Background: an optimization exercise with open tools, aiming at small area. Do not read the settings as production practice.
In this exercise RTL edits were held to simulation tests only and were not proved equivalent to the original.
Power and IR drop assume default switching activity.

### flow/config.mk
export PLATFORM = sky130hd
export DESIGN_NAME = decode_unit
export DESIGN_NICKNAME = decode_unit
export VERILOG_FILES = /design/flow/design.v
export SDC_FILE = /design/flow/constraint.sdc
export NUM_CORES = 4
export LEC_CHECK = 0
export CAP_MARGIN = 20
export CORE_MARGIN = 2
export CORE_UTILIZATION = 65
export SLEW_MARGIN = 20
export SYNTH_HIERARCHICAL = 1
export SYNTH_MINIMUM_KEEP_SIZE = 0
### flow/constraint.sdc
create_clock -name core_clock -period 5.0 [get_ports {clk}]
set_input_delay 1.0000 -clock core_clock [delete_from_list [all_inputs] [get_ports {clk}]]
set_output_delay 1.0000 -clock core_clock [all_outputs]
set_load 0.01 [all_outputs]
### flow/design.v
package decode_pkg;
    localparam int WORD_WIDTH     = 32;
    localparam int REG_ADDR_WIDTH = 5;
    localparam int IMM_WIDTH      = 16;
    localparam int REG_COUNT      = 32;
    typedef logic [REG_ADDR_WIDTH-1:0] reg_addr_t;
    typedef logic [WORD_WIDTH-1:0]     word_t;
    typedef enum logic [5:0] {
        OP_SPECIAL = 6'b000000,
        OP_REGIMM  = 6'b000001,
        OP_BEQ     = 6'b000100,
        OP_BNE     = 6'b000101,
        OP_BLEZ    = 6'b000110,
        OP_BGTZ    = 6'b000111,
        OP_ADDI    = 6'b001000,
        OP_ADDIU   = 6'b001001,
        OP_SLTI    = 6'b001010,
        OP_SLTIU   = 6'b001011,
        OP_ANDI    = 6'b001100,
        OP_ORI     = 6'b001101,
        OP_XORI    = 6'b001110,
        OP_LUI     = 6'b001111,
        OP_LB      = 6'b100000,
        OP_LH      = 6'b100001,
        OP_LW      = 6'b100011,
        OP_LBU     = 6'b100100,
        OP_LHU     = 6'b100101,
        OP_SB      = 6'b101000,
        OP_SH      = 6'b101001,
        OP_SW      = 6'b101011
    } opcode_e;
    typedef enum logic [4:0] {
        ALU_ADD  = 5'b1_0000,
        ALU_ADDU = 5'b1_0001,
        ALU_SUB  = 5'b1_0010,
        ALU_SUBU = 5'b1_0011,
        ALU_AND  = 5'b1_0100,
        ALU_OR   = 5'b1_0101,
        ALU_XOR  = 5'b1_0110,
        ALU_NOR  = 5'b1_0111,
        ALU_SLT  = 5'b1_1010,
        ALU_SLTU = 5'b1_1011,
        ALU_SLL  = 5'b0_0100
    } alu_mode_e;
    typedef enum logic [2:0] {
        BR_BLTZ = 3'b000,
        BR_BGEZ = 3'b001,
        BR_BEQ  = 3'b100,
        BR_BNE  = 3'b101,
        BR_BLEZ = 3'b110,
        BR_BGTZ = 3'b111
    } branch_mode_e;
    typedef enum logic [1:0] {
        MEM_BYTE = 2'b00,
        MEM_HALF = 2'b01,
        MEM_WORD = 2'b11
    } mem_size_e;
    typedef struct packed {
        logic [5:0] opcode;
        reg_addr_t  rs;
        reg_addr_t  rt;
        reg_addr_t  rd;
        logic [4:0] shamt;
        logic [5:0] funct;
    } instr_r_t;
    typedef struct packed {
        logic [5:0]           opcode;
        reg_addr_t            rs;
        reg_addr_t            rt;
        logic [IMM_WIDTH-1:0] imm;
    } instr_i_t;
    typedef union packed {
        instr_r_t rtype;
        instr_i_t itype;
    } instr_u;
    typedef struct packed {
        logic                 rs_en;
        reg_addr_t            rs_addr;
        logic                 rt_en;
        reg_addr_t            rt_addr;
        logic                 rd_en;
        reg_addr_t            rd_addr;
        logic                 imm_en;
        logic [IMM_WIDTH-1:0] imm;
        logic                 alu_en;
        alu_mode_e            alu_mode;
        logic                 branch;
        branch_mode_e         branch_mode;
        logic                 lui;
        logic                 load;
        logic                 load_signed;
        mem_size_e            mem_size;
        logic                 store;
    } decode_ctrl_t;
    typedef struct packed {
        logic      en;
        reg_addr_t addr;
        word_t     data;
    } wb_t;
    typedef struct packed {
        word_t        pc;
        decode_ctrl_t ctrl;
        word_t        rs_data;
        word_t        rt_data;
    } decoded_t;
endpackage
`timescale 1ns/1ns
module instr_parser (
    input  decode_pkg::instr_u       instr,
    input  logic                     rs_en,
    input  logic                     rt_sel,
    output decode_pkg::decode_ctrl_t ctrl
);
    decode_pkg::decode_ctrl_t full;
    always_comb begin
        ctrl = full;
        ctrl.rs_en   = rs_en;
        ctrl.rs_addr = rs_en ? instr.itype.rs : '0;
        ctrl.rt_en   = rt_sel || (instr.itype.opcode == decode_pkg::OP_REGIMM &&
                                  instr.itype.rt[4:1] == 4'b0000);
        ctrl.rt_addr = rt_sel ? instr.itype.rt : '0;
    end
    always_comb begin
        full = '0;
        case (instr.rtype.opcode)
            decode_pkg::OP_SPECIAL: begin
                if (instr.rtype.shamt == '0 && instr.rtype.funct[5:4] == 2'b10 &&
                        (!instr.rtype.funct[3] || instr.rtype.funct[3:1] == 3'b101)) begin
                    full.rs_en    = 1'b1;
                    full.rs_addr  = instr.rtype.rs;
                    full.rt_en    = 1'b1;
                    full.rt_addr  = instr.rtype.rt;
                    full.rd_en    = 1'b1;
                    full.rd_addr  = instr.rtype.rd;
                    full.alu_en   = 1'b1;
                    full.alu_mode = decode_pkg::alu_mode_e'({instr.rtype.funct[5],
                                                             instr.rtype.funct[3:0]});
                end
            end
            decode_pkg::OP_REGIMM: begin
                if (instr.itype.rt[4:1] == 4'b0000) begin
                    full.rs_en       = 1'b1;
                    full.rs_addr     = instr.itype.rs;
                    full.rt_en       = 1'b1;
                    full.rt_addr     = '0;
                    full.imm_en      = 1'b1;
                    full.imm         = instr.itype.imm;
                    full.branch      = 1'b1;
                    full.branch_mode = decode_pkg::branch_mode_e'(instr.itype.rt[2:0]);
                end
            end
            decode_pkg::OP_BEQ, decode_pkg::OP_BNE,
            decode_pkg::OP_BLEZ, decode_pkg::OP_BGTZ: begin
                if (!instr.itype.opcode[1] || instr.itype.rt == '0) begin
                    full.rs_en       = 1'b1;
                    full.rs_addr     = instr.itype.rs;
                    full.rt_en       = 1'b1;
                    full.rt_addr     = instr.itype.rt;
                    full.imm_en      = 1'b1;
                    full.imm         = instr.itype.imm;
                    full.branch      = 1'b1;
                    full.branch_mode = decode_pkg::branch_mode_e'(instr.itype.opcode[2:0]);
                end
            end
            decode_pkg::OP_ADDI, decode_pkg::OP_ADDIU, decode_pkg::OP_ANDI,
            decode_pkg::OP_ORI, decode_pkg::OP_XORI: begin
                full.rs_en    = 1'b1;
                full.rs_addr  = instr.itype.rs;
                full.rd_en    = 1'b1;
                full.rd_addr  = instr.itype.rt;
                full.imm_en   = 1'b1;
                full.imm      = instr.itype.imm;
                full.alu_en   = 1'b1;
                full.alu_mode = decode_pkg::alu_mode_e'({2'b10, instr.itype.opcode[2:0]});
            end
            decode_pkg::OP_SLTI, decode_pkg::OP_SLTIU: begin
                full.rs_en    = 1'b1;
                full.rs_addr  = instr.itype.rs;
                full.rd_en    = 1'b1;
                full.rd_addr  = instr.itype.rt;
                full.imm_en   = 1'b1;
                full.imm      = instr.itype.imm;
                full.alu_en   = 1'b1;
                full.alu_mode = decode_pkg::alu_mode_e'({1'b1, instr.itype.opcode[3:0]});
            end
            decode_pkg::OP_LUI: begin
                if (instr.itype.rs == '0) begin
                    full.rd_en    = 1'b1;
                    full.rd_addr  = instr.itype.rt;
                    full.imm_en   = 1'b1;
                    full.imm      = instr.itype.imm;
                    full.alu_en   = 1'b1;
                    full.alu_mode = decode_pkg::ALU_SLL;
                    full.lui      = 1'b1;
                end
            end
            decode_pkg::OP_LB, decode_pkg::OP_LH, decode_pkg::OP_LW,
            decode_pkg::OP_LBU, decode_pkg::OP_LHU: begin
                full.rs_en       = 1'b1;
                full.rs_addr     = instr.itype.rs;
                full.rd_en       = 1'b1;
                full.rd_addr     = instr.itype.rt;
                full.imm_en      = 1'b1;
                full.imm         = instr.itype.imm;
                full.load        = 1'b1;
                full.load_signed = ~instr.itype.opcode[2];
                full.mem_size    = decode_pkg::mem_size_e'(instr.itype.opcode[1:0]);
            end
            decode_pkg::OP_SB, decode_pkg::OP_SH, decode_pkg::OP_SW: begin
                full.rs_en    = 1'b1;
                full.rs_addr  = instr.itype.rs;
                full.rt_en    = 1'b1;
                full.rt_addr  = instr.itype.rt;
                full.imm_en   = 1'b1;
                full.imm      = instr.itype.imm;
                full.store    = 1'b1;
                full.mem_size = decode_pkg::mem_size_e'(instr.itype.opcode[1:0]);
            end
            default: begin
                full = '0;
            end
        endcase
    end
endmodule
`timescale 1ns/1ns
module reg_file (
    input  logic                  clk,
    input  logic                  rst,
    input  decode_pkg::reg_addr_t rs_addr,
    input  logic                  rs_en,
    input  decode_pkg::reg_addr_t rt_addr,
    input  logic                  rt_en,
    input  decode_pkg::wb_t       wb,
    output decode_pkg::word_t     rs_data,
    output decode_pkg::word_t     rt_data
);
    decode_pkg::word_t regs [1:decode_pkg::REG_COUNT-1];
    logic [decode_pkg::REG_COUNT-1:1] valid;
    for (genvar k = 1; k < decode_pkg::REG_COUNT; k++) begin : g_row
        logic we;
        assign we = wb.en && wb.addr == k;
        always_ff @(posedge clk) begin
            if (we) begin
                regs[k] <= wb.data;
            end
        end
        always_ff @(posedge clk or negedge rst) begin
            if (!rst) begin
                valid[k] <= 1'b0;
            end else if (we) begin
                valid[k] <= 1'b1;
            end
        end
    end
    logic [decode_pkg::REG_COUNT-1:1] rs_sel, rt_sel;
    for (genvar k = 1; k < decode_pkg::REG_COUNT; k++) begin : g_sel
        assign rs_sel[k] = valid[k] && rs_en && rs_addr == k;
        assign rt_sel[k] = valid[k] && rt_en && rt_addr == k;
    end
    for (genvar b = 0; b < decode_pkg::WORD_WIDTH; b++) begin : g_bit
        logic [decode_pkg::REG_COUNT-1:1] column;
        for (genvar k = 1; k < decode_pkg::REG_COUNT; k++) begin : g_col
            assign column[k] = regs[k][b];
        end
        rf_read_bit i_rs (.sel (rs_sel), .data (column), .q (rs_data[b]));
        rf_read_bit i_rt (.sel (rt_sel), .data (column), .q (rt_data[b]));
    end
endmodule
module rf_read_bit (
    input  logic [decode_pkg::REG_COUNT-1:1] sel,
    input  logic [decode_pkg::REG_COUNT-1:1] data,
    output logic                             q
);
    logic [10:0] n;
    for (genvar g = 0; g < 10; g++) begin : g_grp
        rf_aoi222 i_aoi (
            .a0 (sel[3*g+1]), .b0 (data[3*g+1]),
            .a1 (sel[3*g+2]), .b1 (data[3*g+2]),
            .a2 (sel[3*g+3]), .b2 (data[3*g+3]),
            .y  (n[g])
        );
    end
    assign n[10] = ~(sel[31] & data[31]);
    logic [2:0] p;
    rf_nand4 i_p0 (.a (n[3:0]),          .y (p[0]));
    rf_nand4 i_p1 (.a (n[7:4]),          .y (p[1]));
    rf_nand3 i_p2 (.a (n[10:8]),          .y (p[2]));
    assign q = |p;
endmodule
module rf_aoi222 (
    input  logic a0, b0, a1, b1, a2, b2,
    output logic y
);
    assign y = ~((a0 & b0) | (a1 & b1) | (a2 & b2));
endmodule
module rf_nand4 (
    input  logic [3:0] a,
    output logic       y
);
    assign y = ~&a;
endmodule
module rf_nand3 (
    input  logic [2:0] a,
    output logic       y
);
    assign y = ~&a;
endmodule
`timescale 1ns/1ns
module decode_stage (
    input  logic                  clk,
    input  logic                  rst,
    input  decode_pkg::instr_u    instr,
    input  decode_pkg::word_t     pc,
    input  decode_pkg::wb_t       wb,
    output decode_pkg::decoded_t  out
);
    logic rs_en_d, rt_sel_d;
    always_comb begin
        logic [5:0] op;
        logic       r_ok, regimm_ok, br_ok, imm_ok, mem_ok, st_ok;
        op        = instr.rtype.opcode;
        r_ok      = op == 6'h00 && instr.rtype.shamt == '0 &&
                    instr.rtype.funct[5:4] == 2'b10 &&
                    (!instr.rtype.funct[3] || instr.rtype.funct[3:1] == 3'b101);
        regimm_ok = op == 6'h01 && instr.itype.rt[4:1] == 4'b0000;
        br_ok     = op[5:2] == 4'b0001 && (!op[1] || instr.itype.rt == '0);
        imm_ok    = op[5:3] == 3'b001 && op != 6'h0f;
        mem_ok    = op == 6'h20 || op == 6'h21 || op == 6'h23 || op == 6'h24 ||
                    op == 6'h25;
        st_ok     = op == 6'h28 || op == 6'h29 || op == 6'h2b;
        rs_en_d   = r_ok || regimm_ok || br_ok || imm_ok || mem_ok || st_ok;
        rt_sel_d  = r_ok || br_ok || st_ok;
    end
    decode_pkg::instr_u instr_q;
    decode_pkg::word_t  pc_q;
    logic               rs_en_q, rt_sel_q;
    always_ff @(posedge clk or negedge rst) begin
        if (!rst) begin
            instr_q  <= '0;
            pc_q     <= '0;
            rs_en_q  <= 1'b0;
            rt_sel_q <= 1'b0;
        end else begin
            instr_q  <= instr;
            pc_q     <= pc;
            rs_en_q  <= rs_en_d;
            rt_sel_q <= rt_sel_d;
        end
    end
    decode_pkg::decode_ctrl_t ctrl;
    instr_parser i_parser (
        .instr  (instr_q),
        .rs_en  (rs_en_q),
        .rt_sel (rt_sel_q),
        .ctrl   (ctrl)
    );
    reg_file i_regs (
        .clk     (clk),
        .rst     (rst),
        .rs_addr (instr_q.itype.rs),
        .rs_en   (rs_en_q),
        .rt_addr (instr_q.itype.rt),
        .rt_en   (rt_sel_q),
        .wb      (wb),
        .rs_data (out.rs_data),
        .rt_data (out.rt_data)
    );
    assign out.pc   = pc_q;
    assign out.ctrl = ctrl;
endmodule
`timescale 1ns/1ns
module decode_unit (
    input  logic        clk,
    input  logic        rst_n,
    input  logic [31:0] instr,
    input  logic [31:0] pc,
    input  logic        wb_en,
    input  logic [4:0]  wb_addr,
    input  logic [31:0] wb_data,
    output logic [31:0] out_pc,
    output logic [50:0] out_ctrl,
    output logic [31:0] out_rs_data,
    output logic [31:0] out_rt_data
);
    decode_pkg::wb_t      wb;
    decode_pkg::decoded_t out;
    assign wb = {wb_en, wb_addr, wb_data};
    decode_stage i_stage (
        .clk   (clk),
        .rst   (rst_n),
        .instr (instr),
        .pc    (pc),
        .wb    (wb),
        .out   (out)
    );
    assign out_pc      = out.pc;
    assign out_ctrl    = out.ctrl;
    assign out_rs_data = out.rs_data;
    assign out_rt_data = out.rt_data;
endmodule
### flow/flow/run.sh
#!/bin/bash
# The standard layout with three changes to how it is built: the port
# buffers are the smallest buffer (repair may still upsize them), the clock
# tree uses larger sink clusters without dummy loads, and cells on paths
# with slack are downsized after global routing.
set -euo pipefail
cd "$(dirname "$0")/.."
bash standard.sh \
  "BUFFER_PORTS_ARGS=-buffer_cell sky130_fd_sc_hd__buf_1" \
  "CTS_ARGS=-sink_clustering_enable -repair_clock_nets -dont_use_dummy_load -buf_list sky130_fd_sc_hd__clkbuf_16 -sink_clustering_size 24 -sink_clustering_max_diameter 100" \
  RECOVER_POWER=100 \
  finish > make_finish.log 2>&1
### flow/standard.sh
#!/bin/bash
# synth_recipe.tcl (not shown) runs the flow's synth.tcl, then flattens the netlist and writes it again
# the make line also repeats each setting of config.mk as NAME=value (left out here)
make -C /OpenROAD-flow-scripts/flow DESIGN_CONFIG=/design/flow/config.mk WORK_HOME=/design/flow/orfs CLKGATE_MAP_FILE= SYNTH_SCRIPT=/design/flow/synth_recipe.tcl "${@:-finish}"
==> metrics.md <==
| Metric | Value |
|---|---|
| Layout cells sized above 1 | `5.82%` |
| Vias in the first global route | `30400` |
| Simple-Gate Fraction of Synth Area | `7.18%` |
| Data required, critical path | `4.00 ns` |
| Starting density of the core | `65.8%` |
| Worst VDD drop | `0.306 mV` |
| Ports | `251` |
| Dpl hpwl | `82.1 mm` |
| Detailed-route vias per instance | `8.62` |
| Synth unique cells | `59` |
| Total Wirelength | `140 mm` |
| Placed Area | `45600 sq um` |
| Syn avg cell area | `18.1 sq um` |
| Die height | `259 um` |
| Mux share of post-synthesis cell area | `0%` |
| CP peak stage delay | `0.57 ns` |
| Status | `failed layout checks` |
| Crit-path max FO | `18` |
| Largest net degree at the start of global routing | `66` |
| Post-CTS setup buffer count | `0` |
| Pre-antenna DRT Iters | `13` |
| Setup TNS | `0 ns` |
| Crit. path cell count | `7` |
| Cts-stage hold buffer count | `0` |
| Reg2reg setup slack | `4.23 ns` |
| Clock latency (worst-skew pair) | `0.64 ns` |
| Nets | `2857` |
| Hold Path Cell Cnt | `1` |
| WS Path Type | `register to primary output` |
| Die X | `259 um` |
| Count leader, synth | `edfxtp_1` |
| Worst r2r src | `i_stage.i_regs.valid[20]` |
| Comb pwr share | `3.8%` |
| Register area share after synthesis | `75.9%` |
| R2R Path End | `i_stage.i_regs.valid[20]` |
| CP top delay family | `simple AND/OR/NAND/NOR gates` |
| Tcrit/Tclk final | `98.8%` |
| Final min period | `4.94 ns` |
| Synth top cells by count | `992 x edfxtp_1, 640 x a222oi_1, 131 x nand4_1` |
| GPL Wtd Cong | `0.965` |
| CTS Buf Count | `51` |
| Max stage delay cell, worst path | `and3_1` |
| Critical-path cell list | `and4b_1, and3_1, buf_4, a222oi_1, nand4_1, or3_1, buf_1` |
| Primary FF master, synth | `edfxtp_1` |
| Number of synthesized flops with an enable pin | `992` |
| Synth-to-layout area growth | `9.39%` |
| HP Start | `pc[5]` |
| Clock Sinks | `1089` |
| Top cell type's share of synthesized area | `70.2%` |
| GRT Residual Overflow | `0` |
| Unrepaired setup endpoints after global routing | `false` |
| #FFs+latches synth | `1089` |
| Final hold vios | `0` |
| Area contributors post-synth | `edfxtp_1 70%, a222oi_1 15%, dfrtp_1 5.7%` |
| Slew headroom | `-130%` |
| FF-to-FF path depth | `1` |
| Setup crit end kind | `primary output` |
| Cell area after layout | `46400 sq um` |
| FMAX | `202 MHz` |
| 1st-iter DRT viols | `8667` |
| Clk pin slew, worst setup/hold paths | `0.10 ns` |
| Post-synthesis adder-cell area fraction | `0%` |
| Fillers | `4192` |
| Int Pwr | `0.0121 W` |
| Global-route wire length before repair | `199 mm` |
| Synth area leader | `edfxtp_1` |
| Antenna Nets Post-Route | `0` |
| Worst Skew | `0 ns` |
| Post-cts resize count | `0` |
| Max Cap Viol | `37` |
| Hold worst-path end | `i_stage.pc_q[5]` |
| # DRC | `0` |
| I/O Buffers | `250` |
| Power consumption | `0.0153 W` |
| Ys Warns | `10` |
| P_sw | `0.00319 W` |
| Reg power frac | `67.0%` |
| Post-Synth XOR/XNOR Area | `0.0206%` |
| Critical Path Source Type | `register` |
| Core area | `64500 sq um` |
| CTS tree | `done` |
| # H-tree levels | `2` |
| Cell Rows | `93` |
| Final slew viol count | `1033` |
| Root buffer cell | `clkbuf_16` |
| Synth Cell Area | `42400 sq um` |
| FFs w/ async S/R, synth | `8.91%` |
| Leakage | `14.7 nW` |
| CP Buf/Inv Count | `2` |
| Cells after Synth | `2343` |
| Slew at the pin closest to its max-slew limit | `3.45 ns` |
| Layout Check Fails | `max-capacitance violations, max-slew violations` |
| Area of the die | `67300 sq um` |
| Syn nets | `2447` |
| Main combinational cell family by area after synthesis | `compound AO/OA/AOI/OAI gates` |
| Clock Power Share | `29.3%` |
| Routed len/inst | `38.9 um` |
| PD cells | `329 nW/um^2` |
| Fin Hold WS | `0.449 ns` |
| Gr usage total | `41.1%` |
| Routed vias | `31100` |
| Initial antenna violation count | `5` |
| Sw Ratio | `20.9%` |
| Max Buffers Root-to-Sink | `3` |
| Worst Hold Class | `input pin to register` |
| Endpoints failing setup | `0` |
| Synth Area in Compound Gates | `16.5%` |
| CP arrival | `3.94 ns` |
==> worst max path at each step <==
| stage | from | to | slack (ns) |
|---|---|---|---|
| after floorplan | i_stage.instr_q[25] | out_rs_data[0] | 0.39 |
| after global placement | i_stage.instr_q[25] | out_rs_data[12] | 0.83 |
| after detailed placement | i_stage.instr_q[25] | out_rs_data[25] | 0.89 |
| after CTS | i_stage.instr_q[25] | out_rs_data[25] | 0.18 |
| after global routing | i_stage.instr_q[25] | out_rs_data[25] | 0.04 |
| final | i_stage.rs_en_q | out_rs_data[25] | 0.06 |
==> flip-flops by register name, indices dropped and copies added, names as in the netlist <==
signal and flops:
i_stage.i_regs.regs 992, i_stage.i_regs.valid 31, i_stage.instr_q 32, i_stage.pc_q 32, i_stage.rs_en_q 1, i_stage.rt_sel_q 1
==> power groups by stage <==
stage,registers (W),clock network (W),logic (W)
finish,0.0102,0.00447,0.000577
global route,0.0103,0.00477,0.000602
detailed placement,0.0104,0,0.000584
floorplan,0.0104,0,0.000226
CTS,0.0102,0.00446,0.000586
global placement,0.0104,0,0.000565
==> routing by layer <==
metal | up-vias | wire [um] | GRT usage, %
met3 | 561 | 24100 | 10.1
li1 | 12100 | - | -
met1 | 15100 | 44500 | 56.2
met5 | - | 112 | 1.78
met4 | 4 | 9130 | 21.0
met2 | 3393 | 62400 | 62.0
==> cells in the final DEF (no fill, tap or decap), types with 7 or more instances in the layout <==
cell type / Yosys / layout
a21boi_0: 1 / 12
a222oi_1: 640 / 640
o21bai_1: 28 / 28
nor2b_1: 7 / 7
dfrtp_1: 97 / 97
and2_0: 2 / 12
nand3_1: 67 / 67
nor2_4: 0 / 15
buf_1: 0 / 233
and3_1: 59 / 57
nor2_1: 38 / 23
clkbuf_1: 13 / 76
or3_1: 65 / 65
clkbuf_16: 0 / 51
buf_4: 2 / 69
and4b_1: 7 / 7
nand2_1: 71 / 71
a22o_1: 7 / 7
edfxtp_1: 992 / 992
nand4_1: 131 / 131
==> per-module statistics from Yosys, one instance, submodules excluded, a selection <==
module | cells | times used
instr_parser | 88 | 1
rf_aoi222 | 1 | 640
decode_stage | 90 | 1
rf_nand3 | 1 | 64
rf_read_bit | 2 | 64
rf_nand4 | 1 | 128
reg_file | 1205 | 1
==> kinds of logic (layout without fill, tap and decap cells) <==
group | Yosys count | after routing
xor+xnor | 1 | 1
buf+inv | 31 | 439
flops | 1089 | 1089
other cells | 0 | 2
compound gates | 712 | 712
simple gates | 510 | 510
==> area by class of cell <==
| class | count | area, sq um | share of cell area (%) |
|---|---|---|---|
| timing repair buffer | 381 | 1710 | 3.68 |
| antenna | 2 | 5.00 | 0.0108 |
| inverter | 7 | 26.3 | 0.0566 |
| clock buffer | 51 | 1280 | 2.75 |
| sequential | 1089 | 32200 | 69.4 |
| multi-input combinational | 1223 | 10100 | 21.8 |
| tap | 855 | 1070 | 2.31 |
==> stage by stage <==
step           util, %  setup WS, ns  instances
2_1_floorplan        -         0.386       2343
3_3_place_gp      70.6         0.827       3553
3_5_place_dp      70.7         0.887       3555
4_1_cts           72.7         0.181       3606
5_1_grt           72.0        0.0386       3606
6_report          72.0        0.0592       3608

-- afterwards: timing with drivers on the ports --
How much do the figures lean on ideal ports? The routed layout below was timed once more, with nothing changed but the port constraints.
Step 1, drivers: a clkbuf_16 drives clk and a buf_2 each remaining input, both assumed.
Step 2 times the ports against the registers' clock, not the clock port: input delays grow and output delays shrink by t, the midpoint of the rising clock arrivals with the driver on.
a / b / c = no drivers / after step 1 / after step 2; a / b = the first two.
shift t [ns]: 0.692
slack for setup (ns): 0.059 / -0.009 / -0.295
worst register clock-pin slew, ns: 0.10 / 0.10
worst data-port slew with drivers (ns): 0.06
The setup slack of this run moves by -0.068 ns with the drivers and by -0.354 ns with both steps.
